Source: an optimization exercise on an open RTL-to-GDS flow (aim: small area, a short achievable clock period and few clock cycles per item). Production flows keep margins and buffers that such runs may drop.
RTL that was checked went through simulation tests only; none was proved equivalent to the original.
Function not checked in runs 4 to 6: the RTL went through the layout flow alone.
No activity file was given, so power comes from the tool's default toggle rates.

==> flow/design.v <==
package lct_pkg;
  localparam int DEPTH_DEFAULT = 16;
  localparam int CMD_W         = 2;
  localparam int KEY_W         = 16;
  localparam int VALUE_W       = 32;
  localparam logic [VALUE_W-1:0] MISS_WORD = 32'hBF80_0000;
  typedef enum logic [CMD_W-1:0] {
    CMD_LOOKUP = 2'd0,
    CMD_INSERT = 2'd1,
    CMD_CLEAR  = 2'd2
  } cmd_t;
  typedef struct packed {
    logic [KEY_W-1:0]   key;
    logic [VALUE_W-1:0] value;
  } entry_t;
  function automatic int addr_w(input int depth);
    addr_w = (depth > 1) ? $clog2(depth) : 1;
  endfunction
endpackage
module lct_ram #(
  parameter int DEPTH = lct_pkg::DEPTH_DEFAULT
) (
  input  logic                              clk,
  input  logic                              rd_en,
  input  logic [lct_pkg::addr_w(DEPTH)-1:0] rd_addr,
  output lct_pkg::entry_t                   rd_data,
  input  logic                              wr_en,
  input  logic [lct_pkg::addr_w(DEPTH)-1:0] wr_addr,
  input  lct_pkg::entry_t                   wr_data
);
  logic [lct_pkg::KEY_W+lct_pkg::VALUE_W-1:0] mem [0:DEPTH-1];
  always_ff @(posedge clk) begin
    if (wr_en) begin
      mem[wr_addr] <= wr_data;
    end
  end
  always_ff @(posedge clk) begin
    if (rd_en) begin
      rd_data <= mem[rd_addr];
    end
  end
endmodule
module lru_cache_table #(
  parameter int DEPTH = lct_pkg::DEPTH_DEFAULT
) (
  input  logic                        clk,
  input  logic                        rst,
  input  logic                        in_valid,
  output logic                        in_ready,
  input  logic [lct_pkg::CMD_W-1:0]   command,
  input  logic [lct_pkg::KEY_W-1:0]   key,
  input  logic [lct_pkg::VALUE_W-1:0] value,
  output logic                        out_valid,
  input  logic                        out_ready,
  output logic                        hit,
  output logic [lct_pkg::VALUE_W-1:0] read_data
);
  localparam int N  = DEPTH;
  localparam int IW = lct_pkg::addr_w(DEPTH);
  localparam int KW = lct_pkg::KEY_W;
  localparam int VW = lct_pkg::VALUE_W;
  logic                      req_v;
  logic [lct_pkg::CMD_W-1:0] req_cmd;
  logic [KW-1:0]             req_key;
  logic [VW-1:0]             req_val;
  logic [N-1:0]              req_m;     
  logic [KW-1:0] tk  [N];
  logic [IW-1:0] ptr [N];
  logic [N-1:0]  vld;
  logic [VW-1:0] sv  [N];
  logic [1:0]    rq_n;
  logic          rq_hit  [2];
  logic          rq_miss [2];
  logic [IW-1:0] rq_slot [2];
  logic          o_free;
  logic          rq_pop;
  logic          r_hit, r_miss;
  logic          go;
  logic [N:0]    ahead;     
  logic [N:0]    full;      
  logic          any;
  logic [N-1:0]  first;     
  logic [N-1:0]  hole;      
  logic [IW-1:0] hptr;
  logic [IW-1:0] wslot;
  logic          is_lk, is_ins, is_clr;
  logic          do_hit, do_ins, do_clr;
  logic [N-1:0]  rot;       
  logic [N-1:0]  eq;
  logic          eq_req;
  logic [N-1:0]  m_d;
  assign go       = req_v && !rq_n[1];
  assign in_ready = !req_v || !rq_n[1];
  assign o_free   = !out_valid || out_ready;
  assign rq_pop   = o_free && (rq_n != 2'd0);
  assign is_lk  = (req_cmd == lct_pkg::CMD_LOOKUP);
  assign is_ins = (req_cmd == lct_pkg::CMD_INSERT);
  assign is_clr = (req_cmd == lct_pkg::CMD_CLEAR);
  always_comb begin
    ahead[0] = 1'b0;
    full[0]  = 1'b1;
    for (int p = 0; p < N; p++) begin
      ahead[p+1] = ahead[p] || req_m[p];
      full[p+1]  = full[p] && vld[p];
    end
    any = ahead[N];
    for (int p = 0; p < N; p++) begin
      first[p] = req_m[p] && !ahead[p];
      hole[p]  = full[p] && (!vld[p] || (p == N - 1));
    end
    hptr  = '0;
    wslot = '0;
    for (int p = 0; p < N; p++) begin
      hptr  = hptr | ({IW{first[p]}} & ptr[p]);
      wslot = wslot | ({IW{hole[p]}} & ptr[p]);
    end
  end
  assign do_hit = go && is_lk && any;
  assign do_ins = go && is_ins;
  assign do_clr = go && is_clr && any;
  assign r_hit  = is_lk && any;
  assign r_miss = is_lk && !any;
  always_comb begin
    for (int p = 0; p < N; p++) begin
      rot[p] = (do_ins && full[p]) || (do_hit && !ahead[p]);
    end
  end
  always_comb begin
    for (int p = 0; p < N; p++) begin
      eq[p] = vld[p] && (tk[p] == key);
    end
    eq_req = (req_key == key);
    for (int p = 0; p < N; p++) begin
      if (rot[p]) begin
        m_d[p] = (p == 0) ? eq_req : eq[(p + N - 1) % N];
      end else begin
        m_d[p] = eq[p] && !(do_clr && first[p]);
      end
    end
  end
  always_ff @(posedge clk) begin
    if (rot[0]) begin
      tk[0] <= req_key;
    end
    for (int p = 1; p < N; p++) begin
      if (rot[p]) begin
        tk[p] <= tk[p-1];
      end
    end
  end
  always_ff @(posedge clk) begin
    if (rst) begin
      for (int p = 0; p < N; p++) begin
        ptr[p] <= IW'(p);
      end
    end else begin
      if (rot[0]) begin
        ptr[0] <= do_ins ? wslot : hptr;
      end
      for (int p = 1; p < N; p++) begin
        if (rot[p]) begin
          ptr[p] <= ptr[p-1];
        end
      end
    end
  end
  always_ff @(posedge clk) begin
    if (rst) begin
      vld <= '0;
    end else begin
      if (rot[0]) begin
        vld[0] <= 1'b1;
      end else if (do_clr && first[0]) begin
        vld[0] <= 1'b0;
      end
      for (int p = 1; p < N; p++) begin
        if (rot[p]) begin
          vld[p] <= vld[p-1];
        end else if (do_clr && first[p]) begin
          vld[p] <= 1'b0;
        end
      end
    end
  end
  always_ff @(posedge clk) begin
    for (int s = 0; s < N; s++) begin
      if (do_ins && (wslot == IW'(s))) begin
        sv[s] <= req_val;
      end
    end
  end
  always_ff @(posedge clk) begin
    if (in_ready) begin
      req_cmd <= command;
      req_key <= key;
      req_val <= value;
      req_m   <= m_d;
    end
  end
  always_ff @(posedge clk) begin
    if (rst) begin
      req_v     <= 1'b0;
      rq_n      <= 2'd0;
      out_valid <= 1'b0;
    end else begin
      if (in_ready) begin
        req_v <= in_valid;
      end
      if (o_free) begin
        out_valid <= (rq_n != 2'd0);
      end
      rq_n <= rq_n + {1'b0, go} - {1'b0, rq_pop};
    end
  end
  always_ff @(posedge clk) begin
    if (rq_pop) begin
      rq_hit[0]  <= rq_hit[1];
      rq_miss[0] <= rq_miss[1];
      rq_slot[0] <= rq_slot[1];
    end
    if (go && (rq_n == (rq_pop ? 2'd1 : 2'd0))) begin
      rq_hit[0]  <= r_hit;
      rq_miss[0] <= r_miss;
      rq_slot[0] <= hptr;
    end
    if (go) begin
      rq_hit[1]  <= r_hit;
      rq_miss[1] <= r_miss;
      rq_slot[1] <= hptr;
    end
  end
  always_ff @(posedge clk) begin
    if (o_free) begin
      hit       <= rq_hit[0];
      read_data <= rq_hit[0] ? sv[rq_slot[0]] : (rq_miss[0] ? lct_pkg::MISS_WORD : '0);
    end
  end
endmodule
==> flow/run.sh <==
#!/bin/bash
# synth_recipe.tcl (not shown) runs the flow's synth.tcl, then flattens the netlist and writes it again
# the make line also repeats each setting of config.mk as NAME=value (left out here)
make -C /OpenROAD-flow-scripts/flow DESIGN_CONFIG=/design/flow/config.mk WORK_HOME=/design/flow/orfs CLKGATE_MAP_FILE= SYNTH_SCRIPT=/design/flow/synth_recipe.tcl finish
==> flow/config.mk <==
export PLATFORM = sky130hd
export DESIGN_NAME = lru_cache_table
export DESIGN_NICKNAME = lru_cache_table
export VERILOG_FILES = /design/flow/design.v
export SDC_FILE = /design/flow/constraint.sdc
export NUM_CORES = 4
export LEC_CHECK = 0
export CAP_MARGIN = 20
export CORE_MARGIN = 2
export CORE_UTILIZATION = 65
export CTS_CLUSTER_DIAMETER = 110
export CTS_CLUSTER_SIZE = 24
export SETUP_SLACK_MARGIN = 2.2
export SLEW_MARGIN = 20
==> flow/constraint.sdc <==
create_clock -name core_clock -period 5.0 [get_ports {clk}]
set_input_delay 1.0000 -clock core_clock [delete_from_list [all_inputs] [get_ports {clk}]]
set_output_delay 1.0000 -clock core_clock [all_outputs]
set_load 0.01 [all_outputs]
==> reports/results.txt, run 1 <==
antenna viol nets, final = 0
number of antenna violations at the first check in global routing = 1
period utilization = 57.1%
LEAKAGE = 13.6 nW
max-cap violation count = 0
Starting Density = 65.4%
kind of critical path = reg2reg
pin count of the biggest net entering global routing = 54
ys async rst share = 0%
largest family of logic cells by synthesized area = compound AO/OA/AOI/OAI gates
final wirelength = 105000 um
die area = 61100 um2
status = timing/DRC/antenna clean
multi-input logic area = 10400 um2
Final Hold Violating Endpoints = 0
Peak supply drop = 0.000449 V
global-route wire length before repair = 151000 um
routability cong. = 0.972
fin nets = 2731
# diodes = 0
biggest area consumer among synthesized cells = edfxtp_1
CTS sink count = 963
Post-Syn Area = 38500 um2
Inserted Clock Buffers = 46
unrepaired setup endpoints after global routing = yes
most common cell in the netlist = edfxtp_1
Synth Area in Adders = 0.0651%
crit path time final = 2.86 ns
Boundary Pins = 89
synth unique cells = 93
CTS tree = built
Compound-Gate Fraction of Synth Area = 9.17%
Pwr Density = 410 nW/um2
post-synthesis xor/xnor area fraction = 6.24%
DIE HEIGHT = 247 um
Fin Setup TNS = 0 ns
FF+latch area = 28100 um2
Slew Viols, Final = 0
CP Max Fanout = 13
CP endpoint kind = flip-flop
drt initial violations = 2832
CTS H-tree lvls = 2
register area share after synthesis = 73.0%
mux contribution to synthesized area = 1.93%
#FFs+latches synth = 963
CTS Root Cell = clkbuf_16
synth top area cells = edfxtp_1 (69%), xnor2_1 (5.1%), dfxtp_1 (4.4%)
Final Util = 73.6%
clock skew = 0.0249 ns
top cell type's share of synthesized area = 68.6%
Clock Latency Late Sink = 0.63 ns
Critical Path RT = 5.31 ns
Via density = 6.79
post-synthesis simple-gate area fraction = 7.85%
critical path data arrival time = 3.17 ns
Hold Crit Class = reg2reg
Final setup viols = 0
Fill cells = 3683
Post-Synthesis Cells = 2524
Post-Syn Nets = 2580
GRT Util Overall = 34.2%
Post-CTS Hold Buffers = 0
CTS clk-pin slew, worst paths = 0.10 ns
Port Buffers = 88
layout cells sized above 1 = 13.8%
Top FF cell, synth = edfxtp_1
DP Wirelength = 64900 um
Vias = 23500
Core Rows = 89
DIE WIDTH = 247 um
Synth-to-Final Area Change = 12.6%
EDFF count, synth = 879
Yosys warnings = 7
Peak Freq = 350 MHz
vias in the first global route = 23400
drt wl/cell = 30.3 um
type of element launching the critical path = flip-flop
synthesized area per cell = 15.2 um2
Initial DRT Pass Iterations = 6
final global-route overflow total = 0
Worst slew margin = 45.3%
clk buf depth = 3
Least-Margin Pin Slew = 0.812 ns
DRC viols = 0
core footprint = 58800 um2
Synth top cells by count = edfxtp_1 (879), xnor2_1 (225), nand2_1 (139)
layout by cell type, fill, tap and decap left out, types with 15 or more instances in the layout:
cell and n:
nor2_4 20, o21ai_0 62, nor4_1 21, a221oi_1 41, mux2i_1 55, mux2_2 16, nor2_1 75, a21oi_1 68
xor2_1 49, edfxtp_1 879, clkbuf_16 48, nand4_1 60, a22o_1 42, nand3_1 67, a31oi_1 25, dfxtp_1 68
inv_1 15, a22oi_1 110, nand2b_1 26, nor2b_1 17, nand2_1 136, nor3_1 20, nand3b_1 28, buf_12 26
clkdlybuf4s50_1 71, buf_4 118, xnor2_1 225
cell type report:
class | instances | area share, %
multi-input combinational | 1392 | 24.0
inverter | 28 | 0.318
timing repair inverter | 1 | 0.0173
tap | 773 | 2.23
clock inverter | 3 | 0.136
timing repair buffer | 243 | 5.61
clock buffer | 54 | 2.78
sequential | 963 | 64.9
state kept, by name (all words and copies together), names as in the netlist:
| name | count |
|---|---|
| hit | 1 |
| out_valid | 1 |
| ptr | 64 |
| read_data | 32 |
| req_cmd | 2 |
| req_key | 16 |
| req_m | 16 |
| req_v | 1 |
| req_val | 32 |
| rq_hit | 2 |
| rq_miss | 2 |
| rq_n | 2 |
| rq_slot | 8 |
| sv | 512 |
| tk | 256 |
| vld | 16 |
worst max-delay path, stage by stage (launching register included):
cell	delay (ns)
dfxtp_2	0.50
nand3_4	0.20
nor3_1	0.26
nand2_1	0.08
o211ai_1	0.44
buf_4	0.21
buf_4	0.10
nand3b_1	0.07
buf_4	0.18
nor2_4	0.10
buf_12	0.15
buf_4	0.24
report_power, final:
group          switching [mW]  leakage (nW)  internal (mW)
logic                    2.52          4.19           1.50
clock network            2.40         0.613           1.73
registers               0.325          8.81           9.27
kinds of logic after synthesis:
| group | after synthesis |
|---|---|
| flip-flops | 963 |
| AND/OR/NAND/NOR | 569 |
| AO/OA/AOI/OAI | 472 |
| XOR/XNOR | 274 |
| buffers and inverters | 172 |
| multiplexers | 72 |
| adder cells (fa/ha/maj) | 2 |
path summary, 6_finish.rpt:
| kind | end | slack, ns | start | cells past startpoint |
|---|---|---|---|---|
| setup / recovery | sv[7][31] | 2.14 | vld[3] | 11 |
| hold / removal | tk[1][9] | 0.47 | tk[0][9] | 0 |
| setup reg to reg | sv[7][31] | 2.14 | vld[3] | 11 |
| hold reg to reg | tk[1][9] | 0.47 | tk[0][9] | 0 |
per-stage QoR:
stage | hold slack (ns) | setup WS, ns | std cells | total power, mW | cell area, um2
after floorplan | 0.447 | 1.93 | 2524 | 11.7 | 38600
after global placement | 0.452 | 1.03 | 3326 | 13.3 | 40700
after detailed placement | 0.456 | 0.976 | 3326 | 13.4 | 40700
after CTS | 0.463 | 2.17 | 3448 | 17.6 | 43000
after global routing | 0.482 | 2.11 | 3457 | 18.3 | 43300
final | 0.467 | 2.14 | 3457 | 17.8 | 43300
layer usage:
metal	GRT usage, %	routed length [um]	vias up
met3	4.49	8670	295
met4	16.3	5870	0
met1	41.2	35600	11800
li1	-	-	10100
met5	0	0	-
met2	61.2	54500	1379
what timing repair did:
item | 4_1_cts | 5_1_grt
pin swaps | 21 | 8
setup buffers | 63 | 6
gates cloned | 2 | 3
endpoints found under the setup margin | 849 | 699
gates resized for setup | 140 | 52
Testbench counts, summed over its fixed seeds: cycles 16,024, requests 16,000.
==> run 2: changes to the inputs <==
--- a/flow/config.mk
+++ b/flow/config.mk
@@ -7,8 +7,9 @@
 export LEC_CHECK = 0
 export CAP_MARGIN = 20
 export CORE_MARGIN = 2
-export CORE_UTILIZATION = 65
+export CORE_UTILIZATION = 60
 export CTS_CLUSTER_DIAMETER = 110
 export CTS_CLUSTER_SIZE = 24
-export SETUP_SLACK_MARGIN = 2.2
+export SETUP_SLACK_MARGIN = 2.4
 export SLEW_MARGIN = 20
+export TNS_END_PERCENT = 40
==> run 2 against run 1 <==
Register-to-register slack about the same; critical endpoint is now sv[7][30]; routed wire length grew 8.0%; power increased by 0.76%; still clean on timing, DRC and antenna; area after synthesis is the same; fmax down 0.41%; final cell count rose by 5.0%; clock-buffer cell count is the same; largest power group unchanged; cell area increased by 4.2%.
==> reports/results.txt, run 2 <==
Boundary Pins = 89 (unchanged)
Top FF cell, synth = edfxtp_1
Hold Worst Slack = 0.469 ns (+0.00157 ns)
biggest area consumer among synthesized cells = edfxtp_1
Fin Setup TNS = 0 ns (unchanged)
Peak supply drop = 0.000322 V (-28%)
number of antenna violations at the first check in global routing = 1 (unchanged)
unrepaired setup endpoints after global routing = yes
ys async rst share = 0% (unchanged)
final wirelength = 113000 um (+8.0%)
hold path startpoint = tk[14][11]
antenna viol nets, final = 0 (unchanged)
Synth top cells by count = edfxtp_1 (879), xnor2_1 (225), nand2_1 (139)
Yosys warnings = 7 (unchanged)
Synth-to-Final Area Change = 17.3%
top cell type's share of synthesized area = 68.6% (unchanged)
fin nets = 2831 (+3.7%)
Fill cells = 4099 (+11%)
multi-input logic area = 10500 um2 (+1.1%)
Post-Synthesis Cells = 2524 (unchanged)
Post-CTS Hold Buffers = 0 (unchanged)
Inserted Clock Buffers = 46 (unchanged)
die area = 66200 um2 (+8.2%)
worst-case reg-to-reg path depth = 13 (+2)
most common cell in the netlist = edfxtp_1
commonest non-fill, non-tap cell in the layout = edfxtp_1
GRT Util Overall = 32.6% (-1.6 points)
DP Wirelength = 66100 um (+1.9%)
CP most frequent cell = buf_6
#FFs+latches synth = 963 (unchanged)
Worst slew margin = 41.0% (-4.3 points)
pin count of the biggest net entering global routing = 54 (unchanged)
crit path time final = 2.87 ns (+0.0117 ns)
synthesized area per cell = 15.2 um2 (unchanged)
Vias = 24000 (+2.2%)
Core Rows = 92 (+3.4%)
core footprint = 63200 um2 (+7.5%)
Slew Viols, Final = 0 (unchanged)
Pwr Density = 396 nW/um2 (-3.3%)
Post-Syn Nets = 2580 (unchanged)
Starting Density = 60.9% (-4.6 points)
synth top area cells = edfxtp_1 (69%), xnor2_1 (5.1%), dfxtp_1 (4.4%)
clock skew = 0.0221 ns (-0.00274 ns)
routability cong. = 0.928 (-4.6%)
period utilization = 57.4% (+0.23 points)
Least-Margin Pin Slew = 0.883 ns (+0.0705 ns)
Hold Crit Class = reg2reg
CTS sink count = 963 (unchanged)
CP endpoint = sv[7][30]
CP Max Fanout = 16 (+3)
synth unique cells = 93 (unchanged)
EDFF count, synth = 879 (unchanged)
reg2reg setup slack = 2.13 ns (about the same)
DIE WIDTH = 257 um (+4.0%)
DRC viols = 0 (unchanged)
CTS H-tree lvls = 2 (unchanged)
RR Endpoint = sv[7][30]
global-route wire length before repair = 157000 um (+3.9%)
Peak Freq = 349 MHz (-0.41%)
Via density = 6.61 (-2.7%)
FF+latch area = 28100 um2 (about the same)
CP endpoint kind = flip-flop
CTS clk-pin slew, worst paths = 0.10 ns (about the same)
register area share after synthesis = 73.0% (unchanged)
CP Cell Sequence = buf_6 > nand4_1 > buf_6 > buf_12 > nor3_4 > nand2_1 > o211ai_1 > buf_4 > nand3b_1 > buf_6 > nor2_4 > buf_12 > clkbuf_16
CTS Root Cell = clkbuf_16
most frequent cells in the layout = edfxtp_1 (879), xnor2_1 (224), buf_4 (154)
Clock Latency Late Sink = 0.64 ns (about the same)
Final Non-Filler Cells = 3631 (+5.0%)
Initial DRT Pass Iterations = 6 (unchanged)
CTS tree = built
Critical Path RT = 5.33 ns (+0.02 ns)
layout cells sized above 1 = 17.5% (+3.7 points)
status = timing/DRC/antenna clean
placed insts = 3407 (+2.4%)
max-cap violation count = 0 (unchanged)
kind of critical path = reg2reg
vias in the first global route = 23700 (+1.2%)
Final setup viols = 0 (unchanged)
CP max-delay cell = o211ai_1
FF-to-FF Start = vld[6]
drt wl/cell = 31.1 um (+2.8%)
clk buf depth = 3 (unchanged)
DIE HEIGHT = 257 um (+4.0%)
Post-Syn Area = 38500 um2 (unchanged)
Reg with most FFs = sv
type of element launching the critical path = flip-flop
max reg flops = 512 (unchanged)
Crit. Startpoint = vld[6]
Final Util = 71.4% (-2.3 points)
drt initial violations = 3028 (+6.9%)
Port Buffers = 88 (unchanged)
Final Hold Violating Endpoints = 0 (unchanged)
final global-route overflow total = 0 (unchanged)
biggest regs = sv: 512 flops, tk: 256 flops, ptr: 64 flops
Worst path max stage delay = 0.46 ns (-0.04 ns)
critical path data arrival time = 3.20 ns (+0.03 ns)
LEAKAGE = 14.5 nW (+6.3%)
## run 2: cell counts after synthesis
No cell type changed its count.
## run 2: worst max-delay path, delay by kind of cell, from the launching register on
family	cells	cell delay, ns
flops	1	0.35
compound gates	1	0.46
buf+inv	7	1.18
simple gates	5	0.57
## run 2: where the power goes
group          switching [mW]  internal (mW)  total (mW)
sequential              0.310           9.27        9.58
clock                    2.45           1.73        4.18
combinational            2.56           1.57        4.13
## run 2: layer usage
layer	track usage, %	wire (um)	vias up
li1	-	-	10300
met1	39.4	38600	12000
met2	59.1	58200	1378
met3	4.56	9850	317
met4	13.0	6340	2
met5	0	13	-
## run 2: final cells by class
type	count	area share [%]
repair buffers	344	8.93
flip-flops and latches	963	62.4
clock inverters	3	0.130
multi-input cells	1391	23.2
well taps	846	2.35
inverters	28	0.305
clock buffers	54	2.67
repair inverters	1	0.0166
diodes	1	0.00555
## run 2: cell families after synthesis
logic type / share of synthesized area (%)
AO/OA/AOI/OAI: 9.17
XOR/XNOR: 6.24
adder cells (fa/ha/maj): 0.0650
buffers and inverters: 1.76
flip-flops: 73.0
multiplexers: 1.93
AND/OR/NAND/NOR: 7.85
## run 2: worst min path at each step
stage               slack (ns)         end  cells after the start
floorplan                 0.45    tk[0][0]                      0
global placement          0.45   tk[4][12]                      0
detailed placement        0.46   tk[13][2]                      0
CTS                       0.46    tk[2][6]                      0
global route              0.46    tk[2][6]                      0
finish                    0.47  tk[15][11]                      0
## run 2: timing repair
item | CTS | global route
buffers inserted | 84 | 44
setup endpoints to repair | 905 | 772
pin swaps | 23 | 21
cloned | 10 | 28
hold endpoints to repair | 0 | 0
resized for setup | 207 | 71
## run 2: per-stage QoR
step | setup WS, ns | cell area, um2 | power [mW]
after global routing | 2.03 | 45100 | 18.4
final | 2.13 | 45100 | 17.9
after detailed placement | 0.934 | 40900 | 13.4
after floorplan | 2.18 | 38600 | 11.7
after CTS | 2.27 | 43800 | 17.7
after global placement | 0.909 | 40900 | 13.4
==> run 3: changes to the inputs <==
--- a/flow/config.mk
+++ b/flow/config.mk
@@ -8,8 +8,7 @@
 export CAP_MARGIN = 20
 export CORE_MARGIN = 2
 export CORE_UTILIZATION = 60
-export CTS_CLUSTER_DIAMETER = 110
-export CTS_CLUSTER_SIZE = 24
-export SETUP_SLACK_MARGIN = 2.4
+export CTS_CLUSTER_DIAMETER = 125
+export CTS_CLUSTER_SIZE = 27
+export SETUP_SLACK_MARGIN = 2.2
 export SLEW_MARGIN = 20
-export TNS_END_PERCENT = 40
==> run 3 against run 2 <==
Still clean on timing, DRC and antenna; routed wire length fell by 5.1%; synthesized cell count did not move; combinational power fell by 3%; first-iteration DRC count fell by 3.6%; global-route usage fell by 0.98 points; critical endpoint is now sv[2][15]; largest power group unchanged.
==> reports/results.txt, run 3 <==
synthesized area per cell = 15.2 um2 (unchanged)
RR Endpoint = sv[2][15]
Clock Latency Late Sink = 0.63 ns (about the same)
Power, Total = 17.5 mW (-2.0%)
Boundary Pins = 89 (unchanged)
GRT Util Overall = 31.6% (-0.98 points)
fin nets = 2742 (-3.1%)
reg2reg setup slack = 2.20 ns (+0.06 ns)
drt wl/cell = 30.3 um (-2.6%)
hold path startpoint = tk[8][6]
most frequent cells in the layout = edfxtp_1 (879), xnor2_1 (224), nand2_1 (136)
Final Non-Filler Cells = 3539 (-2.5%)
unrepaired setup endpoints after global routing = yes
final wirelength = 107000 um (-5.1%)
Via density = 6.64 (+0.39%)
Synth Area in Adders = 0.0651% (unchanged)
core footprint = 63200 um2 (unchanged)
Post-CTS Hold Buffers = 0 (unchanged)
Final Hold Violating Endpoints = 0 (unchanged)
met3 routed WL = 8270 um (-16%)
post-synthesis simple-gate area fraction = 7.85% (unchanged)
vias in the first global route = 23100 (-2.3%)
Starting Density = 60.9% (unchanged)
period utilization = 56.1% (-1.3 points)
biggest area consumer among synthesized cells = edfxtp_1
post-synthesis xor/xnor area fraction = 6.24% (unchanged)
Final setup viols = 0 (unchanged)
CTS H-tree lvls = 2 (unchanged)
synth unique cells = 93 (unchanged)
Hold EP = tk[9][6]
met2 wire length = 55500 um (-4.6%)
routability cong. = 0.930 (+0.24%)
largest family of logic cells by synthesized area = compound AO/OA/AOI/OAI gates
Post-Syn Nets = 2580 (unchanged)
clock skew = 0.0220 ns (-0.0000796 ns)
Post-Synthesis Cells = 2524 (unchanged)
die area = 66200 um2 (unchanged)
CTS tree = built
global-route wire length before repair = 153000 um (-2.4%)
crit path time final = 2.80 ns (-0.0645 ns)
max reg flops = 512 (unchanged)
number of antenna violations at the first check in global routing = 1 (unchanged)
layout cells sized above 1 = 14.0% (-3.6 points)
Slew Viols, Final = 0 (unchanged)
Yosys warnings = 7 (unchanged)
Peak supply drop = 0.000275 V (-15%)
uppermost layer routed = met5
Compound-Gate Fraction of Synth Area = 9.17% (unchanged)
Synth top cells by count = edfxtp_1 (879), xnor2_1 (225), nand2_1 (139)
Port Buffers = 88 (unchanged)
CP Max Fanout = 18 (+2)
top cell type's share of synthesized area = 68.6% (unchanged)
Post-Syn Area = 38500 um2 (unchanged)
FF-to-FF Start = vld[10]
Inserted Clock Buffers = 41 (-11%)
worst-case reg-to-reg path depth = 7 (-6)
Least-Margin Pin Slew = 0.894 ns (+0.0109 ns)
Reg with most FFs = sv
Worst slew margin = 40.2% (-0.85 points)
kind of critical path = reg2reg
antenna viol nets, final = 0 (unchanged)
Peak Freq = 357 MHz (+2.3%)
Top FF cell, synth = edfxtp_1
met1 WL = 38500 um (-0.43%)
LEAKAGE = 13.7 nW (-5.5%)
DP Wirelength = 66700 um (+0.92%)
Finished Cell Area = 43400 um2 (-3.8%)
Hold Crit Class = reg2reg
pin count of the biggest net entering global routing = 67 (+24%)
DIE HEIGHT = 257 um (unchanged)
CTS sink count = 963 (unchanged)
#FFs+latches synth = 963 (unchanged)
CTS Root Cell = clkbuf_16
Pwr Density = 404 nW/um2 (+1.9%)
worst hold stages = 0 (unchanged)
Hold Worst Slack = 0.474 ns (+0.00494 ns)
mux contribution to synthesized area = 1.93% (unchanged)
final global-route overflow total = 0 (unchanged)
DRC viols = 0 (unchanged)
# diodes = 0 (-1)
synth top area cells = edfxtp_1 (69%), xnor2_1 (5.1%), dfxtp_1 (4.4%)
clk buf depth = 3 (unchanged)
type of element launching the critical path = flip-flop
register area share after synthesis = 73.0% (unchanged)
Initial DRT Pass Iterations = 5 (-1)
Fin Setup TNS = 0 ns (unchanged)
CP endpoint kind = flip-flop
biggest regs = sv: 512 flops, tk: 256 flops, ptr: 64 flops
drt initial violations = 2918 (-3.6%)
critical path data arrival time = 3.13 ns (-0.07 ns)
placed cell area = 40800 um2 (about the same)
Critical Path RT = 5.32 ns (about the same)
Core Rows = 92 (unchanged)
DIE WIDTH = 257 um (unchanged)
EDFF count, synth = 879 (unchanged)
ys async rst share = 0% (unchanged)
max-cap violation count = 0 (unchanged)
Vias = 23500 (-2.2%)
CTS clk-pin slew, worst paths = 0.11 ns (about the same)
status = timing/DRC/antenna clean
commonest non-fill, non-tap cell in the layout = edfxtp_1
Synth-to-Final Area Change = 12.8%
most common cell in the netlist = edfxtp_1
placed insts = 3409 (+0.059%)
## run 3: stage by stage
step                util (%)  setup WS, ns
floorplan                  -          1.93
global placement        64.6         0.887
detailed placement      64.6         0.892
CTS                     67.8          2.15
global route            68.6          2.15
finish                  68.6          2.20
## run 3: layer usage
layer | vias up | GRT usage (%)
met5 | - | 0
met1 | 11900 | 39.2
li1 | 10100 | -
met3 | 282 | 4.31
met2 | 1243 | 55.9
met4 | 2 | 13.5
## run 3: layout make-up
type | count | area, um2
inverter | 28 | 135
fill | 4325 | 19800
multi-input combinational | 1390 | 10400
clock buffer | 48 | 1070
timing repair buffer | 261 | 2590
sequential | 963 | 28100
tap | 846 | 1060
clock inverter | 2 | 27.5
timing repair inverter | 1 | 7.51
## run 3: worst max-delay path: stages (launching register included)
cell,delay [ns]
dfxtp_2,0.54
nand2b_1,0.17
a311oi_1,0.09
o21ai_0,0.27
nand4_1,0.37
or2_2,0.52
nor2_4,0.29
buf_12,0.24
## run 3: kinds of logic (layout without fill, tap and decap cells)
kind of cell / Yosys count / after routing
AOI/OAI and AO/OA: 472 / 473
xor gates and xnor gates: 274 / 274
adders and majority gates: 2 / 2
buffers and inverters: 172 / 340
DFF: 963 / 963
muxes: 72 / 72
and+or+nand+nor: 569 / 569
## run 3: worst max path at each step
stage,startpoint,endpoint,slack [ns],cells after the start
CTS,req_m[8],vld[14],2.15,8
floorplan,vld[5],sv[12][0],1.93,7
global placement,key[0],req_m[4],0.89,7
global route,vld[14],sv[2][1],2.15,7
finish,vld[10],sv[2][15],2.20,7
detailed placement,key[0],req_m[4],0.89,7
## run 3: repair_timing
action	4_1_cts	5_1_grt
pin swaps	15	19
endpoints found under the setup margin	863	718
gates resized for setup	134	58
setup buffers	51	24
gates cloned	1	4
## run 3: power breakdown
part	switching [mW]	total [mW]	internal, mW
clock network	2.37	3.92	1.54
logic	2.49	4.02	1.53
registers	0.312	9.58	9.27
total	5.18	17.5	12.3
==> run 4: changes to the inputs <==
--- a/flow/design.v
+++ b/flow/design.v
@@ -89,10 +89,11 @@
   logic [N-1:0]  eq;
   logic          eq_req;
   logic [N-1:0]  m_d;
-  assign go       = req_v && !rq_n[1];
-  assign in_ready = !req_v || !rq_n[1];
+  assign go       = req_v;
   assign o_free   = !out_valid || out_ready;
   assign rq_pop   = o_free && (rq_n != 2'd0);
+  assign in_ready = req_v ? (!rq_n[1] && (rq_pop || (rq_n == 2'd0)))
+                          : (!rq_n[1] || rq_pop);
   assign is_lk  = (req_cmd == lct_pkg::CMD_LOOKUP);
   assign is_ins = (req_cmd == lct_pkg::CMD_INSERT);
   assign is_clr = (req_cmd == lct_pkg::CMD_CLEAR);
@@ -190,12 +191,10 @@
     end
   end
   always_ff @(posedge clk) begin
-    if (in_ready) begin
-      req_cmd <= command;
-      req_key <= key;
-      req_val <= value;
-      req_m   <= m_d;
-    end
+    req_cmd <= command;
+    req_key <= key;
+    req_val <= value;
+    req_m   <= m_d;
   end
   always_ff @(posedge clk) begin
     if (rst) begin
@@ -203,9 +202,7 @@
       rq_n      <= 2'd0;
       out_valid <= 1'b0;
     end else begin
-      if (in_ready) begin
-        req_v <= in_valid;
-      end
+      req_v <= in_valid && in_ready;
       if (o_free) begin
         out_valid <= (rq_n != 2'd0);
       end
--- a/flow/config.mk
+++ b/flow/config.mk
@@ -8,7 +8,7 @@
 export CAP_MARGIN = 20
 export CORE_MARGIN = 2
 export CORE_UTILIZATION = 60
-export CTS_CLUSTER_DIAMETER = 125
-export CTS_CLUSTER_SIZE = 27
+export CTS_CLUSTER_DIAMETER = 110
+export CTS_CLUSTER_SIZE = 24
 export SETUP_SLACK_MARGIN = 2.2
 export SLEW_MARGIN = 20
==> run 4 against run 3 <==
First-iteration DRC count is 8.9% higher; utilization rose by 2.3 points; still clean on timing, DRC and antenna; worst hold slack got worse by 0.013 ns; setup slack worse by 0.080 ns; global-route usage is 1.6 points higher; highest routed layer is now met4; clock-buffer cell count increased by 34; cell area increased by 1.3%; clock skew up 0.0073 ns.
==> reports/results.txt, run 4 <==
synthesized area per cell = 15.1 um2 (-0.84%)
global-route wire length before repair = 155000 um (+1.1%)
Synth top cells by count = edfxtp_1 (813), xnor2_1 (181), dfxtp_1 (150)
drt initial violations = 3178 (+8.9%)
Final Non-Filler Cells = 3591 (+1.5%)
Reg with most FFs = sv
final global-route overflow total = 0 (unchanged)
type of element launching the critical path = flip-flop
layout cells sized above 1 = 16.6% (+2.6 points)
top cell type's share of synthesized area = 64.7% (-3.9 points)
pin count of the biggest net entering global routing = 76 (+13%)
drt wl/cell = 30.9 um (+2.1%)
RR Endpoint = sv[8][13]
LEAKAGE = 14.2 nW (+3.9%)
final wirelength = 111000 um (+3.6%)
CTS clk-pin slew, worst paths = 0.10 ns (about the same)
max reg flops = 512 (unchanged)
unrepaired setup endpoints after global routing = yes
clock skew = 0.0293 ns (+0.00729 ns)
Least-Margin Pin Slew = 1.03 ns (+0.141 ns)
DIE WIDTH = 255 um (-0.94%)
Via density = 6.67 (+0.46%)
die area = 64900 um2 (-1.9%)
max-cap violation count = 0 (unchanged)
fin nets = 2771 (+1.1%)
CP endpoint = sv[8][13]
Inserted Clock Buffers = 46 (+12%)
biggest area consumer among synthesized cells = edfxtp_1
most frequent cells in the layout = edfxtp_1 (813), xnor2_1 (181), buf_4 (150)
commonest non-fill, non-tap cell in the layout = edfxtp_1
Vias = 23900 (+1.9%)
most common cell in the netlist = edfxtp_1
CTS sink count = 963 (unchanged)
register area share after synthesis = 72.7% (-0.33 points)
period utilization = 57.7% (+1.6 points)
vias in the first global route = 23000 (-0.67%)
CTS H-tree lvls = 2 (unchanged)
CP Max Fanout = 8 (-10)
Synth-to-Final Area Change = 16.4%
final setup margin = 2.12 ns (-0.0798 ns)
CTS tree = built
DP Wirelength = 66400 um (-0.55%)
ys async rst share = 0% (unchanged)
Initial DRT Pass Iterations = 6 (+1)
synth top area cells = edfxtp_1 (65%), dfxtp_1 (8.0%), xnor2_1 (4.2%)
FF-to-FF Start = vld[6]
status = timing/DRC/antenna clean
Peak Freq = 347 MHz (-2.8%)
CTS Root Cell = clkbuf_16
synth unique cells = 80 (-14%)
placed insts = 3372 (-1.1%)
Fin Setup TNS = 0 ns (unchanged)
Critical Path RT = 5.34 ns (+0.02 ns)
Top FF cell, synth = edfxtp_1
Power, Total = 16.6 mW (-5.0%)
worst-case reg-to-reg path depth = 8 (+1)
Post-Syn Area = 37700 um2 (-1.9%)
Worst slew margin = 31.0% (-9.1 points)
EDFF count, synth = 813 (-7.5%)
kind of critical path = reg2reg
critical path data arrival time = 3.22 ns (+0.09 ns)
Post-Place Setup Slack = 1.04 ns (+0.153 ns)
biggest regs = sv: 512 flops, tk: 256 flops, ptr: 64 flops
Hold Worst Slack = 0.461 ns (-0.0126 ns)
Starting Density = 60.9% (about the same)
crit path time final = 2.88 ns (+0.0798 ns)
number of antenna violations at the first check in global routing = 1 (unchanged)
reg2reg setup slack = 2.12 ns (-0.08 ns)
Crit. Startpoint = vld[6]
Final setup viols = 0 (unchanged)
DIE HEIGHT = 255 um (-0.94%)
antenna viol nets, final = 0 (unchanged)
Port Buffers = 88 (unchanged)
core footprint = 61900 um2 (-2.0%)
Pwr Density = 379 nW/um2 (-6.2%)
Core Rows = 91 (-1.1%)
Clock Latency Late Sink = 0.63 ns (about the same)
Yosys warnings = 7 (unchanged)
Slew Viols, Final = 0 (unchanged)
Boundary Pins = 89 (unchanged)
clk buf depth = 3 (unchanged)
GRT Util Overall = 33.3% (+1.6 points)
Post-Syn Nets = 2553 (-1.0%)
Post-Synthesis Cells = 2497 (-1.1%)
Peak supply drop = 0.000337 V (+22%)
routability cong. = 0.907 (-2.5%)
CP endpoint kind = flip-flop
Hold Crit Class = reg2reg
#FFs+latches synth = 963 (unchanged)
Final Hold Violating Endpoints = 0 (unchanged)
DRC viols = 0 (unchanged)
## run 4: cell types whose count changed after synthesis, moves of 14 or more
cell	delta
dfxtp_1	+66
edfxtp_1	-66
nand2_1	-53
xnor2_1	-44
xor2_1	+44
a22oi_1	-37
a22o_1	+23
a211o_1	+21
nand3_1	-15
nor4_1	+15
inv_1	+14
## run 4: per-layer routing
metal / global-route usage [%] / up-vias / wire length (um)
met1: 41.4 / 12000 / 38800
li1: - / 10200 / -
met2: 58.7 / 1452 / 56700
met4: 15.0 / 0 / 5930
met5: 0 / - / 0
met3: 3.93 / 296 / 9640
## run 4: kinds of logic after synthesis
logic type / Yosys count / share of synthesized area (%)
compound gates: 496 / 9.90
xor+xnor: 274 / 6.36
fa+ha+maj: 2 / 0.0663
buf+inv: 181 / 1.85
flops: 963 / 72.7
mux: 67 / 1.82
simple gates: 514 / 7.34
## run 4: worst min path at each step
stage / from / endpoint / cells after the start
6_report: req_key[5] / tk[0][5] / 0
5_1_grt: req_key[12] / tk[0][12] / 0
4_1_cts: req_key[9] / tk[0][9] / 0
3_5_place_dp: req_key[12] / tk[0][12] / 0
3_3_place_gp: req_key[9] / tk[0][9] / 0
2_1_floorplan: req_key[0] / tk[0][0] / 0
## run 4: layout make-up
cell class                 instances  area [um2]
sequential                       963       27500
timing repair inverter             1        7.51
multi-input combinational       1354       10400
inverter                          40         193
antenna                            1        2.50
fill                            4165       18000
tap                              837        1050
timing repair buffer             309        3380
clock inverter                     4        78.8
clock buffer                      82        1310
## run 4: worst max-delay path, stage by stage (launching register included)
cell	delay [ns]
dfxtp_4	0.43
nand4_1	0.14
o32a_1	0.36
o211ai_1	0.35
or3b_4	0.46
buf_6	0.14
nor4_4	0.30
buf_4	0.21
clkbuf_16	0.19
## run 4: power breakdown
part / switching (mW) / internal [mW] / total, mW
logic: 2.00 / 1.24 / 3.24
registers: 0.137 / 8.90 / 9.04
clock network: 2.49 / 1.87 / 4.36
## run 4: timing repair
action                                  4_1_cts  5_1_grt
gates cloned                                  8       16
setup buffers                                65       43
pin swaps                                    22       24
resized for setup                           177       93
hold buffers                                  0        0
endpoints found under the setup margin      818      642
## run 4: metrics by stage
| stage | cell area (um2) | utilization, % |
|---|---|---|
| CTS | 42900 | 69.3 |
| global placement | 40200 | 64.9 |
| detailed placement | 40200 | 64.9 |
| floorplan | 38000 | - |
| global route | 43900 | 70.9 |
| finish | 43900 | 70.9 |
==> run 5: changes to the inputs <==
--- a/flow/config.mk
+++ b/flow/config.mk
@@ -10,5 +10,5 @@
 export CORE_UTILIZATION = 60
 export CTS_CLUSTER_DIAMETER = 110
 export CTS_CLUSTER_SIZE = 24
-export SETUP_SLACK_MARGIN = 2.2
+export SETUP_SLACK_MARGIN = 2.3
 export SLEW_MARGIN = 20
==> run 5 against run 4 <==
Still clean; cell area grew 1.6%; critical path depth increased by 1; die area is the same; utilization grew 1.2 points; worst hold slack about the same; sequential power about the same; synthesized cell count is the same; sequential cell count unchanged; clock skew grew 0.0028 ns; first-iteration DRC count up 8.8%; fmax decreased by 1.4%; register-to-register slack worse by 0.04 ns.
==> reports/results.txt, run 5 <==
layout cells sized above 1 = 18.4% (+1.8 points)
period utilization = 58.5% (+0.81 points)
Slew Viols, Final = 0 (unchanged)
antenna viol nets, final = 0 (unchanged)
kind of critical path = reg2reg
DIE WIDTH = 255 um (unchanged)
Hold Crit Class = reg2reg
FF+latch area = 27500 um2 (about the same)
type of element launching the critical path = flip-flop
DIE HEIGHT = 255 um (unchanged)
synthesized area per cell = 15.1 um2 (unchanged)
Top FF cell, synth = edfxtp_1
ys async rst share = 0% (unchanged)
Port Buffers = 88 (unchanged)
Vias = 24200 (+1.2%)
Starting Density = 60.9% (unchanged)
final setup margin = 2.08 ns (-0.0403 ns)
drt wl/cell = 32.0 um (+3.3%)
mux contribution to synthesized area = 1.82% (unchanged)
Initial DRT Pass Iterations = 6 (unchanged)
largest family of logic cells by synthesized area = compound AO/OA/AOI/OAI gates
Hold Worst Slack = 0.461 ns (-0.000129 ns)
Peak supply drop = 0.000337 V (about the same)
Synth top cells by count = edfxtp_1 (813), xnor2_1 (181), dfxtp_1 (150)
CTS Root Cell = clkbuf_16
Peak Freq = 342 MHz (-1.4%)
Post-Place Setup Slack = 1.04 ns (unchanged)
Post-Syn Nets = 2553 (unchanged)
drt initial violations = 3458 (+8.8%)
unrepaired setup endpoints after global routing = yes
Inserted Clock Buffers = 46 (unchanged)
DRC viols = 0 (unchanged)
most frequent cells in the layout = edfxtp_1 (813), xnor2_1 (180), buf_4 (165)
pin count of the biggest net entering global routing = 76 (unchanged)
vias in the first global route = 23200 (+1.1%)
CTS sink count = 963 (unchanged)
Critical Path RT = 5.34 ns (about the same)
global-route wire length before repair = 157000 um (+1.7%)
Worst slew margin = 28.5% (-2.5 points)
max reg flops = 512 (unchanged)
core footprint = 61900 um2 (unchanged)
Fin Setup TNS = 0 ns (unchanged)
Clock Latency Late Sink = 0.65 ns (+0.02 ns)
die area = 64900 um2 (unchanged)
CTS H-tree lvls = 2 (unchanged)
Synth-to-Final Area Change = 18.3%
multi-input logic area = 10600 um2 (+1.5%)
CP Max Fanout = 8 (unchanged)
routability cong. = 0.907 (unchanged)
LEAKAGE = 14.5 nW (+2.1%)
Final Hold Violating Endpoints = 0 (unchanged)
final wirelength = 116000 um (+4.5%)
critical path data arrival time = 3.26 ns (+0.04 ns)
fin nets = 2810 (+1.4%)
crit path time final = 2.92 ns (+0.0403 ns)
CTS clk-pin slew, worst paths = 0.10 ns (about the same)
most common cell in the netlist = edfxtp_1
CP endpoint kind = flip-flop
CTS tree = built
Yosys warnings = 7 (unchanged)
Reg with most FFs = sv
register area share after synthesis = 72.7% (unchanged)
commonest non-fill, non-tap cell in the layout = edfxtp_1
clk buf depth = 3 (unchanged)
Compound-Gate Fraction of Synth Area = 9.90% (unchanged)
max-cap violation count = 0 (unchanged)
Pwr Density = 376 nW/um2 (-0.83%)
DP Wirelength = 66400 um (unchanged)
post-synthesis xor/xnor area fraction = 6.36% (unchanged)
Post-Synthesis Cells = 2497 (unchanged)
EDFF count, synth = 813 (unchanged)
GRT Util Overall = 33.9% (+0.62 points)
status = timing/DRC/antenna clean
Post-Syn Area = 37700 um2 (unchanged)
final global-route overflow total = 0 (unchanged)
synth unique cells = 80 (unchanged)
synth top area cells = edfxtp_1 (65%), dfxtp_1 (8.0%), xnor2_1 (4.2%)
biggest area consumer among synthesized cells = edfxtp_1
top cell type's share of synthesized area = 64.7% (unchanged)
Final Non-Filler Cells = 3630 (+1.1%)
Post-CTS Hold Buffers = 0 (unchanged)
post-synthesis simple-gate area fraction = 7.34% (unchanged)
clock skew = 0.0321 ns (+0.00280 ns)
Final setup viols = 0 (unchanged)
#FFs+latches synth = 963 (unchanged)
Via density = 6.68 (+0.16%)
Boundary Pins = 89 (unchanged)
biggest regs = sv: 512 flops, tk: 256 flops, ptr: 64 flops
Core Rows = 91 (unchanged)
Synth Area in Adders = 0.0663% (unchanged)
number of antenna violations at the first check in global routing = 1 (unchanged)
placed insts = 3372 (unchanged)
Least-Margin Pin Slew = 1.07 ns (+0.0376 ns)
Fill cells = 4028 (-3.3%)
## run 5: cell counts after synthesis
Identical to the previous run, type by type.
## run 5: path summary, 6_finish.rpt
kind | from | depth (start not counted) | slack [ns] | endpoint
max | vld[5] | 9 | 2.08 | sv[8][31]
min | req_key[5] | 0 | 0.46 | tk[0][5]
max reg2reg | vld[5] | 9 | 2.08 | sv[8][31]
min reg2reg | req_key[5] | 0 | 0.46 | tk[0][5]
## run 5: cell type report
type | count | share of cell area [%]
Clock inverter | 4 | 0.177
Timing Repair Buffer | 346 | 8.80
Clock buffer | 82 | 2.93
Sequential cell | 963 | 61.6
Antenna cell | 1 | 0.00561
Multi-Input combinational cell | 1356 | 23.7
Timing Repair inverter | 1 | 0.0168
Inverter | 40 | 0.432
Tap cell | 837 | 2.35
## run 5: cells by family (layout without fill, tap and decap cells)
group,Yosys count,count (layout)
compound gates,496,499
xor+xnor,274,274
fa+ha+maj,2,2
buf+inv,181,473
flops,963,963
mux,67,67
other cells,0,1
simple gates,514,514
## run 5: worst max-delay path, cell delays in order (launching register included)
cell and delay (ns):
dfxtp_4 0.43, nand4_1 0.15, o32a_1 0.36, o211ai_1 0.35
buf_4 0.18, or3b_4 0.43, buf_6 0.14, nor4_4 0.13
buf_6 0.24, buf_16 0.19
## run 5: metrics by stage
stage	total power [mW]	instance area [um2]	utilization [%]
2_1_floorplan	10.8	38000	-
3_3_place_gp	12.2	40200	64.9
3_5_place_dp	12.2	40200	64.9
4_1_cts	16.6	43500	70.3
5_1_grt	17.2	44600	72.1
6_report	16.8	44600	72.1
## run 5: power by group
group	total (mW)	leakage (nW)	internal, mW	switching, mW
Clock	4.37	0.659	1.87	2.50
Combinational	3.36	5.21	1.29	2.07
Sequential	9.04	8.64	8.90	0.138
Total	16.8	14.5	12.1	4.71
## run 5: what timing repair did
item / 4_1_cts / 5_1_grt
buffers inserted: 92 / 42
endpoints found under the setup margin: 850 / 706
gates resized for setup: 252 / 80
gates cloned: 14 / 23
pin swaps: 32 / 34
## run 5: layer usage
layer / vias to the layer above / global-route usage [%] / part of all wire, %
met5: - / 0 / 0
met4: 0 / 15.9 / 6.0
met3: 346 / 4.05 / 9.6
met2: 1588 / 59.3 / 50
met1: 12100 / 42.3 / 34
li1: 10200 / - / -
==> run 6: changes to the inputs <==
--- a/flow/design.v
+++ b/flow/design.v
@@ -72,6 +72,8 @@
   logic          rq_hit  [2];
   logic          rq_miss [2];
   logic [IW-1:0] rq_slot [2];
+  logic          hd_hit, hd_miss;
+  logic [IW-1:0] hd_slot;
   logic          o_free;
   logic          rq_pop;
   logic          r_hit, r_miss;
@@ -89,11 +91,10 @@
   logic [N-1:0]  eq;
   logic          eq_req;
   logic [N-1:0]  m_d;
-  assign go       = req_v;
+  assign go       = req_v && !rq_n[1];
+  assign in_ready = !req_v || !rq_n[1];
   assign o_free   = !out_valid || out_ready;
   assign rq_pop   = o_free && (rq_n != 2'd0);
-  assign in_ready = req_v ? (!rq_n[1] && (rq_pop || (rq_n == 2'd0)))
-                          : (!rq_n[1] || rq_pop);
   assign is_lk  = (req_cmd == lct_pkg::CMD_LOOKUP);
   assign is_ins = (req_cmd == lct_pkg::CMD_INSERT);
   assign is_clr = (req_cmd == lct_pkg::CMD_CLEAR);
@@ -191,10 +192,12 @@
     end
   end
   always_ff @(posedge clk) begin
-    req_cmd <= command;
-    req_key <= key;
-    req_val <= value;
-    req_m   <= m_d;
+    if (in_ready) begin
+      req_cmd <= command;
+      req_key <= key;
+      req_val <= value;
+      req_m   <= m_d;
+    end
   end
   always_ff @(posedge clk) begin
     if (rst) begin
@@ -202,23 +205,23 @@
       rq_n      <= 2'd0;
       out_valid <= 1'b0;
     end else begin
-      req_v <= in_valid && in_ready;
+      if (in_ready) begin
+        req_v <= in_valid;
+      end
       if (o_free) begin
         out_valid <= (rq_n != 2'd0);
       end
       rq_n <= rq_n + {1'b0, go} - {1'b0, rq_pop};
     end
   end
-  always_ff @(posedge clk) begin
-    if (rq_pop) begin
+  assign hd_hit  = rq_n[1] ? rq_hit[0]  : rq_hit[1];
+  assign hd_miss = rq_n[1] ? rq_miss[0] : rq_miss[1];
+  assign hd_slot = rq_n[1] ? rq_slot[0] : rq_slot[1];
+  always_ff @(posedge clk) begin
+    if (go && !rq_pop) begin
       rq_hit[0]  <= rq_hit[1];
       rq_miss[0] <= rq_miss[1];
       rq_slot[0] <= rq_slot[1];
-    end
-    if (go && (rq_n == (rq_pop ? 2'd1 : 2'd0))) begin
-      rq_hit[0]  <= r_hit;
-      rq_miss[0] <= r_miss;
-      rq_slot[0] <= hptr;
     end
     if (go) begin
       rq_hit[1]  <= r_hit;
@@ -228,8 +231,8 @@
   end
   always_ff @(posedge clk) begin
     if (o_free) begin
-      hit       <= rq_hit[0];
-      read_data <= rq_hit[0] ? sv[rq_slot[0]] : (rq_miss[0] ? lct_pkg::MISS_WORD : '0);
+      hit       <= hd_hit;
+      read_data <= hd_hit ? sv[hd_slot] : (hd_miss ? lct_pkg::MISS_WORD : '0);
     end
   end
 endmodule
--- a/flow/config.mk
+++ b/flow/config.mk
@@ -10,5 +10,5 @@
 export CORE_UTILIZATION = 60
 export CTS_CLUSTER_DIAMETER = 110
 export CTS_CLUSTER_SIZE = 24
-export SETUP_SLACK_MARGIN = 2.3
+export SETUP_SLACK_MARGIN = 2.2
 export SLEW_MARGIN = 20
==> run 6 against run 5 <==
Clock skew decreased by 0.013 ns; sequential share of layout area increased by 2.7 points; clock power decreased by 4.8%; power increased by 2.9%; critical path type unchanged; largest power group unchanged.
==> reports/results.txt, run 6 <==
drt initial violations = 3428 (-0.87%)
CP endpoint kind = flip-flop
most common cell in the netlist = edfxtp_1
global-route wire length before repair = 160000 um (+1.4%)
Synth-to-Final Area Change = 13.4%
CP Max Fanout = 16 (+8)
Vias = 24200 (-0.18%)
Synth top cells by count = edfxtp_1 (879), xnor2_1 (201), nand2_1 (138)
DIE WIDTH = 258 um (+1.1%)
Hold Crit Class = reg2reg
final wirelength = 112000 um (-3.1%)
ys async rst share = 0% (unchanged)
placed insts = 3444 (+2.1%)
DP Wirelength = 68200 um (+2.8%)
# diodes = 0 (-1)
Peak Freq = 352 MHz (+2.9%)
clk buf depth = 3 (unchanged)
pin count of the biggest net entering global routing = 52 (-32%)
routability cong. = 0.989 (+9.1%)
DIE HEIGHT = 258 um (+1.1%)
CTS tree = built
Final Non-Filler Cells = 3590 (-1.1%)
core footprint = 63300 um2 (+2.2%)
Top FF cell, synth = edfxtp_1
CTS Root Cell = clkbuf_16
Core Rows = 92 (+1.1%)
synthesized area per cell = 15.1 um2 (-0.31%)
kind of critical path = reg2reg
DRC viols = 0 (unchanged)
Port Buffers = 88 (unchanged)
family with the most delay on the worst path = simple AND/OR/NAND/NOR gates
Worst path max stage delay = 0.58 ns (+0.15 ns)
clock skew = 0.0191 ns (-0.0130 ns)
synth top area cells = edfxtp_1 (68%), xnor2_1 (4.6%), dfxtp_1 (4.4%)
Reg with most FFs = sv
type of element launching the critical path = flip-flop
CP Cell Sequence = buf_8 > or4_4 > nor4_4 > buf_4 > nand2_1 > o21ai_1 > buf_4 > clkinvlp_4 > buf_4
Worst slew margin = 45.8% (+17 points)
die area = 66300 um2 (+2.2%)
crit path time final = 2.84 ns (-0.0830 ns)
CTS sink count = 963 (unchanged)
register area share after synthesis = 72.8% (+0.12 points)
synth unique cells = 87 (+8.8%)
Final setup viols = 0 (unchanged)
layout cells sized above 1 = 14.1% (-4.3 points)
LEAKAGE = 13.8 nW (-4.8%)
#FFs+latches synth = 963 (unchanged)
antenna viol nets, final = 0 (unchanged)
drt wl/cell = 31.3 um (-2.0%)
Least-Margin Pin Slew = 0.813 ns (-0.259 ns)
CTS H-tree lvls = 2 (unchanged)
Initial DRT Pass Iterations = 8 (+2)
Pwr Density = 394 nW/um2 (+5.0%)
Post-Place Setup Slack = 1.10 ns (+0.0542 ns)
Critical Path RT = 5.35 ns (about the same)
max reg flops = 512 (unchanged)
biggest regs = sv: 512 flops, tk: 256 flops, ptr: 64 flops
CP max-delay cell = or4_4
most frequent cells in the layout = edfxtp_1 (879), xnor2_1 (201), nand2_1 (130), buf_4 (130), a22oi_1 (117)
CP most frequent cell = buf_4
Final Hold Violating Endpoints = 0 (unchanged)
final setup margin = 2.16 ns (+0.0830 ns)
final global-route overflow total = 0 (unchanged)
biggest area consumer among synthesized cells = edfxtp_1
number of antenna violations at the first check in global routing = 2 (+1)
Worst Path Buf+Inv = 5 (+1)
Peak supply drop = 0.000267 V (-21%)
critical path data arrival time = 3.20 ns (-0.06 ns)
Fill cells = 4326 (+7.4%)
Via density = 6.74 (+0.93%)
top cell type's share of synthesized area = 68.4% (+3.7 points)
Boundary Pins = 89 (unchanged)
CTS clk-pin slew, worst paths = 0.10 ns (about the same)
Post-Syn Area = 38600 um2 (+2.2%)
period utilization = 56.8% (-1.7 points)
Starting Density = 60.9% (about the same)
fin nets = 2792 (-0.64%)
Post-Synthesis Cells = 2561 (+2.6%)
Fin Setup TNS = 0 ns (unchanged)
Inserted Clock Buffers = 46 (unchanged)
unrepaired setup endpoints after global routing = yes
max-cap violation count = 0 (unchanged)
GRT Util Overall = 33.0% (-0.86 points)
status = timing/DRC/antenna clean
Yosys warnings = 7 (unchanged)
commonest non-fill, non-tap cell in the layout = edfxtp_1
Slew Viols, Final = 0 (unchanged)
Post-Syn Nets = 2618 (+2.5%)
Clock Latency Late Sink = 0.63 ns (-0.02 ns)
EDFF count, synth = 879 (+8.1%)
vias in the first global route = 23400 (+1.0%)
-- run 6: changes by cell type after synthesis, sizes merged, moves of 21 or more --
cell,change
nor2b,-21
edfxtp,+66
a22oi,+50
o22ai,+32
nand2,+52
dfxtp,-66
a21oi,+22
a221oi,-38
-- run 6: worst register-to-register path: cells and delay by family (launching register included) --
kind / cells / cell delay [ns]
buf+inv: 5 / 0.95
compound gates: 1 / 0.14
simple gates: 3 / 1.05
flops: 1 / 0.41
-- run 6: final cells by class --
| cell class | count | area, um2 | share of cell area, % |
|---|---|---|---|
| clock inverters | 3 | 58.8 | 0.134 |
| repair inverters | 2 | 15.0 | 0.0343 |
| flip-flops and latches | 963 | 28100 | 64.2 |
| multi-input cells | 1425 | 10400 | 23.8 |
| inverters | 25 | 119 | 0.272 |
| repair buffers | 272 | 2770 | 6.33 |
| well taps | 846 | 1060 | 2.42 |
| clock buffers | 54 | 1200 | 2.75 |
-- run 6: routing by layer --
layer	track usage (%)	routed length, um	vias to the layer above
met5	0	34	-
met4	13.9	5590	4
met3	4.21	9300	275
met2	56.5	56600	1415
met1	43.1	41000	12200
li1	-	-	10300
-- run 6: path summary, 6_finish.rpt --
kind | end | slack, ns | from | depth (start not counted)
max | tk[0][15] | 2.16 | req_m[9] | 9
max reg2reg | tk[0][15] | 2.16 | req_m[9] | 9
min reg2reg | rq_hit[0] | 0.46 | rq_hit[1] | 0
min | rq_hit[0] | 0.46 | rq_hit[1] | 0
-- run 6: report_power, final --
| group | switching (mW) | internal, mW |
|---|---|---|
| Sequential | 0.296 | 9.22 |
| Clock | 2.43 | 1.73 |
| Combinational | 2.26 | 1.32 |
| Total | 4.99 | 12.3 |
-- run 6: metrics by stage --
step / area [um2] / power, mW / hold WS, ns / utilization (%)
after floorplan: 38700 / 11.4 / 0.422 / -
after global placement: 40900 / 12.9 / 0.438 / 64.6
after detailed placement: 40900 / 12.9 / 0.441 / 64.6
after CTS: 43100 / 17.1 / 0.466 / 68.1
after global routing: 43800 / 17.8 / 0.478 / 69.1
final: 43800 / 17.3 / 0.457 / 69.1
-- run 6: cells by family after synthesis --
group / Yosys count / synth area share, %
mux: 60 / 1.57
compound gates: 547 / 10.3
buf+inv: 178 / 1.85
fa+ha+maj: 3 / 0.0973
xor+xnor: 274 / 6.22
flops: 963 / 72.8
simple gates: 536 / 7.16
-- run 6: what timing repair did --
item                                    in CTS  in global routing
setup buffers                               50                 29
pin swaps                                   18                 15
hold buffers                                 0                  0
endpoints found under the hold margin        0                  0
gates cloned                                 3                  7
resized for setup                          132                 71
endpoints found under the setup margin     896                596

[what the ideal ports hide]
Ports are ideal in the flow. The routed layouts listed here were re-timed in OpenROAD.
Step 1 assumes that a clkbuf_16 drives the clock port and a buf_2 every other input.
Step 2 moves the port delays by t, midway between the first and last clock arrival at a register: inputs arrive t later, outputs are due t later. That takes back most of the time a late clock gives input paths.
Three values: ideal, step 1, step 2; two values: the first two.
| run | t (ns) | slack for setup (ns) | hold slack, ns | slew at the worst register clock pin (ns) |
|---|---|---|---|---|
| run 1 | 0.685 | 2.143 / 2.143 / 1.618 | 0.467 / 0.467 / 0.467 | 0.10 / 0.10 |
| run 2 | 0.700 | 2.131 / 2.131 / 1.708 | 0.469 / 0.469 / 0.469 | 0.10 / 0.10 |
| run 3 | 0.686 | 2.196 / 2.196 / 1.626 | 0.474 / 0.474 / 0.474 | 0.11 / 0.11 |
| run 4 | 0.684 | 2.116 / 2.116 / 1.686 | 0.461 / 0.461 / 0.461 | 0.10 / 0.10 |
| run 5 | 0.693 | 2.076 / 2.076 / 1.707 | 0.461 / 0.461 / 0.461 | 0.11 / 0.11 |
| run 6 | 0.689 | 2.159 / 2.126 / 1.606 | 0.457 / 0.457 / 0.457 | 0.10 / 0.10 |
After both steps setup and hold are still met in every run listed. The setup slack of run 3, which loses most, moves by 0.000 ns with the drivers and by -0.570 ns with both steps.
